Source: an optimization exercise on an open RTL-to-GDS flow (aim: small area, a short achievable clock period and few clock cycles). Production flows keep margins and buffers that such runs may drop.
Function was checked by simulation only, so behaviour that the tests miss may differ from the original.
Power is estimated from default activity; no workload was simulated.

== rev 12 ==
// sparse_polynomial_add_subtract
module sparse_polynomial_add_subtract (
   input  logic        clock,
   input  logic        reset,
   input  logic        req_tvalid,
   output logic        req_tready,
   input  logic [47:0] req_tdata,    
   input  logic [2:0]  req_tuser,    
   output logic        rsp_tvalid,
   input  logic        rsp_tready,
   output logic [47:0] rsp_tdata,    
   output logic [2:0]  rsp_tuser,    
   output logic        rsp_tlast
);
For scale: roughly 4,200 cells after synthesis, roughly 1,900 flip-flops, about 110 I/O pins.
clock: 10.5 ns
lec_check: 0
cap_margin: 20
core_margin: 2
core_utilization: 40
slew_margin: 20
run.sh (not shown) runs the stock make flow with config.mk's settings and CLKGATE_MAP_FILE= SYNTH_SCRIPT=/design/flow/synth_recipe.tcl, a recipe that flattens the netlist after the stock synthesis.
Testbench counts of rev 12, summed over its fixed seeds: cycles 29,309.
diff inputs: rev 12 => rev 13
- SETUP_SLACK_MARGIN: unset -> 5
## What came out
Lower post-route fraction of the period consumed by the critical path goes to rev 13 over rev 12. The final reports for rev 13 and rev 12 show worst hold path depth higher in the former. Rev 13: power density over cell area 0.50% below rev 12. On share of the core filled with cells in the final layout, rev 13 and rev 12 are neck and neck. The clock-buffer cell count in rev 13 sits about 3% below the value recorded for rev 12. Rev 13 has TritonCTS buffer count below what rev 12 had. The portion of total power attributed to the clock network on rev 12 is in line with that on rev 13. Global-route wire length before repair: rev 13 better than rev 12. Of rev 13 and rev 12, it is rev 13 that has the higher area growth from synthesis to final layout.


== main ==
Another version of the RTL of sparse_polynomial_add_subtract (not shown whole).
Size: about 4,700 cells after synthesis, roughly 2,000 flip-flops, about 75,000 µm² of cells after synthesis.
Design sparse_polynomial_add_subtract, start of the top module:
module sparse_polynomial_add_subtract (
   input  logic        clock,
   input  logic        reset,
   input  logic        req_tvalid,
   output logic        req_tready,
   input  logic [47:0] req_tdata,    
   input  logic [2:0]  req_tuser,    
   output logic        rsp_tvalid,
   input  logic        rsp_tready,
   output logic [47:0] rsp_tdata,    
   output logic [2:0]  rsp_tuser,    
   output logic        rsp_tlast
);
clock: 10.5 ns
lec_check: 0
cap_margin: 20
core_margin: 2
core_utilization: 65
cts_cluster_diameter: 60
cts_cluster_size: 20
place_density: 0.68
slew_margin: 20
standard.sh (not shown) runs the stock make flow with config.mk's settings and CLKGATE_MAP_FILE= SYNTH_SCRIPT=/design/flow/synth_recipe.tcl, a recipe that flattens the netlist after the stock synthesis.
==> flow/flow/run.sh <==
#!/bin/bash
set -euo pipefail
bash standard.sh SETUP_SLACK_MARGIN=7.0 finish > standard.log 2>&1
Testbench counts of main, summed over its fixed seeds: cycles 29,326.
#### Input delta (the feature branch over main)
diff --git a/flow/config.mk b/flow/config.mk
--- a/flow/config.mk
+++ b/flow/config.mk
@@ -8,7 +8,6 @@
 export CAP_MARGIN = 20
 export CORE_MARGIN = 2
-export CORE_UTILIZATION = 65
-export CTS_CLUSTER_DIAMETER = 60
-export CTS_CLUSTER_SIZE = 20
-export PLACE_DENSITY = 0.68
+export CORE_UTILIZATION = 60
+export CTS_CLUSTER_DIAMETER = 80
+export CTS_CLUSTER_SIZE = 25
 export SLEW_MARGIN = 20
### Flow results
main has lower wire length of the first global-routing pass than the feature branch. Delta(highest achievable clock rate, the feature branch - main) < 0. | routed wire length | the feature branch vs main | worse |.


sparse_polynomial_add_subtract again, from the RTL that the note above started with.
// sparse_polynomial_add_subtract
module sparse_polynomial_add_subtract (
   input  logic        clock,
   input  logic        reset,
   input  logic        req_tvalid,
   output logic        req_tready,
   input  logic [47:0] req_tdata,    
   input  logic [2:0]  req_tuser,    
   output logic        rsp_tvalid,
   input  logic        rsp_tready,
   output logic [47:0] rsp_tdata,    
   output logic [2:0]  rsp_tuser,    
   output logic        rsp_tlast
);
Settings: LEC_CHECK=0, CAP_MARGIN=20, CORE_MARGIN=2, CORE_UTILIZATION=60, CTS_CLUSTER_DIAMETER=60, CTS_CLUSTER_SIZE=20, SLEW_MARGIN=20; clock period 10.5 ns.
==> flow/flow/run.sh <==
#!/bin/bash
set -euo pipefail
bash standard.sh SETUP_SLACK_MARGIN=7.2 finish > standard.log 2>&1
The starting point finished clean.
Testbench counts at the start, summed over its fixed seeds: cycles 29,326.
Edit:
==> flow/flow/run.sh (replaced) <==
#!/bin/bash
set -euo pipefail
bash standard.sh SETUP_SLACK_MARGIN=7.0 finish > standard.log 2>&1
Outcome: The new run completed with no timing, DRC or antenna violations; synthesized area stays the same; core utilization goes down by 2.4 points; cell count goes down by 1.3%; cell area goes down by 3.4%; setup slack gets better by 0.21 ns; die area does not change; flip-flop and latch count stays the same; power goes up by 0.35%.

==> what the ideal ports hide <==
No port has a modelled driver above. Below, the same layouts with a new extraction and two added sets of constraints.
Step 1: set_driving_cell puts a clkbuf_16 on clock and a buf_2 on each other input, an assumption about the parent block.
Step 2 adds t to the input delays and takes it off the output delays; t is the mean of the earliest and latest rising clock arrival at the registers after step 1. Input paths then give back, and output paths get back, about the clock's delay inside the block.
a / b / c = ideal / step 1 / step 2; a / b = the first two.
run	t (ns)	setup slack, ns	pins driven straight from the clock port
rev 12	0.887	4.412 / 4.412 / 4.412	1
rev 13	0.905	5.232 / 5.232 / 5.232	1
main	0.832	6.844 / 6.844 / 6.535	1
the feature branch	0.812	6.795 / 6.795 / 6.403	1
the first run of note 3	0.860	6.668 / 6.668 / 6.249	1
the second run of note 3	0.855	6.874 / 6.846 / 6.415	1
After both steps every run listed still meets setup and hold. For the second run of note 3, which loses most, drivers alone change the setup slack by -0.028 ns; drivers and shift together by -0.459 ns.
